Context: an optimization exercise on an open-source flow, tuned for small area. The choices shown serve that exercise and are no tape-out recipe.
At most, simulation tests tie the RTL to the original design; equivalence was not proved.
Power is estimated from default activity; no workload was simulated.

Setup of the previous run:
==> flow/design.v <==
module carfield_region_guard #(
  parameter int unsigned NumRegions = 8,
  parameter int unsigned AddrWidth  = 48,
  parameter int unsigned CntWidth   = 16
) (
  input  logic                 clk_i,
  input  logic                 rst_ni,
  input  logic                 cfg_valid_i,
  input  logic                 cfg_write_i,
  input  logic [7:0]           cfg_addr_i,
  input  logic [63:0]          cfg_wdata_i,
  output logic                 cfg_rvalid_o,
  output logic [63:0]          cfg_rdata_o,
  output logic                 cfg_err_o,
  input  logic                 chk_valid_i,
  output logic                 chk_ready_o,
  input  logic [AddrWidth-1:0] chk_addr_i,
  input  logic                 chk_write_i,
  output logic                 res_valid_o,
  input  logic                 res_ready_i,
  output logic                 res_allow_o,
  output logic [4:0]           res_region_o,
  output logic                 irq_o
);
  localparam int unsigned AW = AddrWidth;
  logic [AW-1:0]         r_base [NumRegions];
  logic [AW:0]           r_end  [NumRegions];
  logic [NumRegions-1:0] r_v;
  logic                  r_en;
  logic                  r_lock;
  logic [AW-1:0]         r_faddr;
  logic                  r_fvalid;
  logic                  r_fwrite;
  logic [CntWidth-1:0]   r_cnt;
  logic                  r_cfg_rvalid;
  logic [AW-1:0]         r_cfg_rdata;
  logic                  r_cfg_err;
  logic                  r_res_valid;
  logic                  r_res_allow;
  logic [4:0]            r_res_region;
  logic [NumRegions-1:0] w_hit;
  logic                  w_any;
  logic [4:0]            w_idx;
  logic                  w_acc;
  logic                  w_fault;
  logic                  w_wr;
  logic                  w_win;
  logic                  w_is_size;
  logic [NumRegions-1:0] w_sel;
  logic [NumRegions-1:0] w_win_we;
  logic [AW-1:0]         w_b;
  logic [AW:0]           w_e;
  logic [AW-1:0]         w_s;
  logic [AW-1:0]         w_wd;
  logic [AW-1:0]         w_nb;
  logic [AW:0]           w_ne;
  logic                  w_ctrl;
  logic                  w_err;
  logic                  w_clr;
  logic                  w_ctrl_we;
  logic [AW-1:0]         w_rdata;
  logic [CntWidth-1:0]   w_cnt_base;
  logic                  w_fv_base;
  function automatic logic ge(input logic [AW:0] a, input logic [AW:0] b);
    logic c;
    c = 1'b1;
    for (int k = 0; k <= int'(AW); k++) c = (a[k] & ~b[k]) | (c & (a[k] | ~b[k]));
    ge = c;
  endfunction
  always_comb begin
    w_idx = '0;
    for (int i = 0; i < int'(NumRegions); i++) begin
      w_hit[i] = r_v[i] && ge({1'b0, chk_addr_i}, {1'b0, r_base[i]})
              && !ge({1'b0, chk_addr_i}, r_end[i]);
    end
    for (int i = int'(NumRegions) - 1; i >= 0; i--) begin
      if (w_hit[i]) w_idx = 5'(i);
    end
  end
  assign w_any   = |w_hit;
  assign w_acc   = chk_valid_i && chk_ready_o;
  assign w_fault = w_acc && r_en && !w_any;
  assign w_wr      = cfg_valid_i && cfg_write_i;
  assign w_win     = cfg_addr_i[7:4] == 4'd0;
  assign w_is_size = cfg_addr_i[0];
  assign w_wd      = cfg_wdata_i[AW-1:0];
  always_comb begin
    w_b = '0;
    w_e = '0;
    for (int i = 0; i < int'(NumRegions); i++) begin
      w_sel[i]    = w_win && (cfg_addr_i[3:1] == 3'(i));
      w_win_we[i] = w_sel[i] && w_wr && !r_lock;
      if (w_sel[i] && r_v[i]) begin
        w_b = w_b | r_base[i];
        w_e = w_e | r_end[i];
      end
    end
  end
  assign w_s  = AW'(w_e - {1'b0, w_b});
  assign w_nb = w_is_size ? w_b : w_wd;
  assign w_ne = {1'b0, w_wd} + {1'b0, (w_is_size ? w_b : w_s)};
  assign w_ctrl = cfg_addr_i == 8'd16;
  assign w_clr  = w_wr && w_ctrl && cfg_wdata_i[2];
  assign w_ctrl_we = w_wr && w_ctrl && !r_lock;
  always_comb begin
    w_err   = 1'b0;
    w_rdata = '0;
    if (w_win) begin
      w_rdata = w_is_size ? w_s : w_b;
      w_err   = w_wr && r_lock;
    end
    if (w_ctrl) begin
      w_rdata = {46'd0, r_lock, r_en};
      w_err   = w_wr && r_lock && (cfg_wdata_i[1:0] != {1'b1, r_en});
    end
    if (cfg_addr_i == 8'd17) begin
      w_rdata = r_fvalid ? r_faddr : '0;
      w_err   = w_wr;
    end
    if (cfg_addr_i == 8'd18) begin
      w_rdata[CntWidth-1:0] = r_cnt;
      w_rdata[32]           = r_fvalid;
      w_rdata[33]           = r_fvalid && r_fwrite;
      w_err                 = w_wr;
    end
    if (cfg_addr_i > 8'd18) w_err = 1'b1;
  end
  assign w_cnt_base = w_clr ? '0 : r_cnt;
  assign w_fv_base  = w_clr ? 1'b0 : r_fvalid;
  always_ff @(posedge clk_i) begin
    for (int i = 0; i < int'(NumRegions); i++) begin
      if (w_win_we[i]) begin
        r_base[i] <= w_nb;
        r_end[i]  <= w_ne;
      end
    end
  end
  always_ff @(posedge clk_i or negedge rst_ni) begin
    if (!rst_ni) begin
      r_v    <= '0;
      r_en   <= 1'b0;
      r_lock <= 1'b0;
    end else begin
      r_v <= r_v | w_win_we;
      if (w_ctrl_we) begin
        r_en   <= cfg_wdata_i[0];
        r_lock <= cfg_wdata_i[1];
      end
    end
  end
  always_ff @(posedge clk_i) begin
    if (!w_fv_base) begin
      r_faddr  <= chk_addr_i;
      r_fwrite <= chk_write_i;
    end
  end
  always_ff @(posedge clk_i or negedge rst_ni) begin
    if (!rst_ni) begin
      r_fvalid <= 1'b0;
      r_cnt    <= '0;
    end else if (w_fault) begin
      r_cnt    <= (&w_cnt_base) ? w_cnt_base
                                : w_cnt_base + CntWidth'(1);
      r_fvalid <= 1'b1;
    end else if (w_clr) begin
      r_fvalid <= 1'b0;
      r_cnt    <= '0;
    end
  end
  always_ff @(posedge clk_i or negedge rst_ni) begin
    if (!rst_ni) begin
      r_cfg_rvalid <= 1'b0;
      r_cfg_rdata  <= '0;
      r_cfg_err    <= 1'b0;
    end else begin
      r_cfg_rvalid <= cfg_valid_i;
      r_cfg_err    <= cfg_valid_i && w_err;
      r_cfg_rdata  <= (cfg_valid_i && !cfg_write_i && !w_err)
                      ? w_rdata : '0;
    end
  end
  always_ff @(posedge clk_i or negedge rst_ni) begin
    if (!rst_ni) begin
      r_res_valid  <= 1'b0;
      r_res_allow  <= 1'b0;
      r_res_region <= '0;
    end else if (w_acc) begin
      r_res_valid  <= 1'b1;
      r_res_allow  <= !r_en || w_any;
      r_res_region <= r_en ? w_idx : '0;
    end else if (res_ready_i) begin
      r_res_valid  <= 1'b0;
    end
  end
  assign chk_ready_o  = !r_res_valid || res_ready_i;
  assign res_valid_o  = r_res_valid;
  assign res_allow_o  = r_res_allow;
  assign res_region_o = r_res_region;
  assign cfg_rvalid_o = r_cfg_rvalid;
  assign cfg_rdata_o  = {16'd0, r_cfg_rdata};
  assign cfg_err_o    = r_cfg_err;
  assign irq_o        = r_fvalid;
endmodule
==> flow/config.mk <==
export PLATFORM = sky130hd
export DESIGN_NAME = carfield_region_guard
export DESIGN_NICKNAME = carfield_region_guard
export VERILOG_FILES = /design/flow/design.v
export SDC_FILE = /design/flow/constraint.sdc
export NUM_CORES = 4
export LEC_CHECK = 0
export CAP_MARGIN = 20
export CORE_MARGIN = 2
export CORE_UTILIZATION = 40
export SLEW_MARGIN = 20
==> flow/constraint.sdc <==
create_clock -name core_clock -period 10.0 [get_ports {clk_i}]
set_input_delay 2.0000 -clock core_clock [delete_from_list [all_inputs] [get_ports {clk_i}]]
set_output_delay 2.0000 -clock core_clock [all_outputs]
set_load 0.01 [all_outputs]
run.sh (not shown) runs the stock make flow with config.mk's settings and CLKGATE_MAP_FILE= SYNTH_SCRIPT=/design/flow/synth_recipe.tcl, a recipe that flattens the netlist after the stock synthesis.
Inputs modified between the previous run and the current run:
--- a/flow/design.v
+++ b/flow/design.v
@@ -146,13 +146,13 @@
         r_en   <= cfg_wdata_i[0];
         r_lock <= cfg_wdata_i[1];
       end
     end
   end
   always_ff @(posedge clk_i) begin
-    if (!w_fv_base) begin
+    if (w_fault && !w_fv_base) begin
       r_faddr  <= chk_addr_i;
       r_fwrite <= chk_write_i;
     end
   end
   always_ff @(posedge clk_i or negedge rst_ni) begin
     if (!rst_ni) begin
==> comparison <==
Summary of the current run over the previous run: layout overhead on the synthesized area now larger, number of cells produced by synthesis shows a reduction of 79. Going from the previous run to the current run, number of multi-input combinational cells in the layout shrank slightly. [compare] base=the previous run new=the current run: sequential share of layout area went down 0.40 points, portion of total power attributed to the clock network went down 0.9 points, highest ir drop seen on vdd went up about 1.8%. r_end[3][45]$_DFFE_PP_ as the critical path endpoint was reported by the current run, and r_end[3][47]$_DFFE_PP_ by the previous run. [compare] base=the previous run new=the current run: global-route usage went down, worst hold slack climbed 0.0053 ns, area enclosed by the die boundary -0.47%, total wire length lower.
Function not checked in the current run: the RTL went through the layout flow alone.

separate check: timing with driven ports:
Ports are ideal in the flow. The routed layouts listed here were re-timed in OpenROAD. Step 1 sets driving cells, clkbuf_16 on the clock port and buf_2 on the other inputs (assumed; they add their load-dependent delay and slew). Step 2 also shifts input and output timing later by t, the mid clock arrival at the registers, as if the neighbouring blocks saw the same clock. Three values: ideal, step 1, step 2; two values: the first two.
run	shift t [ns]	slack for setup (ns)	worst setup path after step 2
the previous run	0.818	0.516 / 0.563 / -0.255	input to register
the current run	0.795	0.239 / 0.294 / -0.501	input to register
Met with ideal ports but missed after step 2: setup timing in the previous run and the current run. The setup slack of the previous run, which loses most, moves by +0.047 ns with the drivers and by -0.771 ns with both steps.
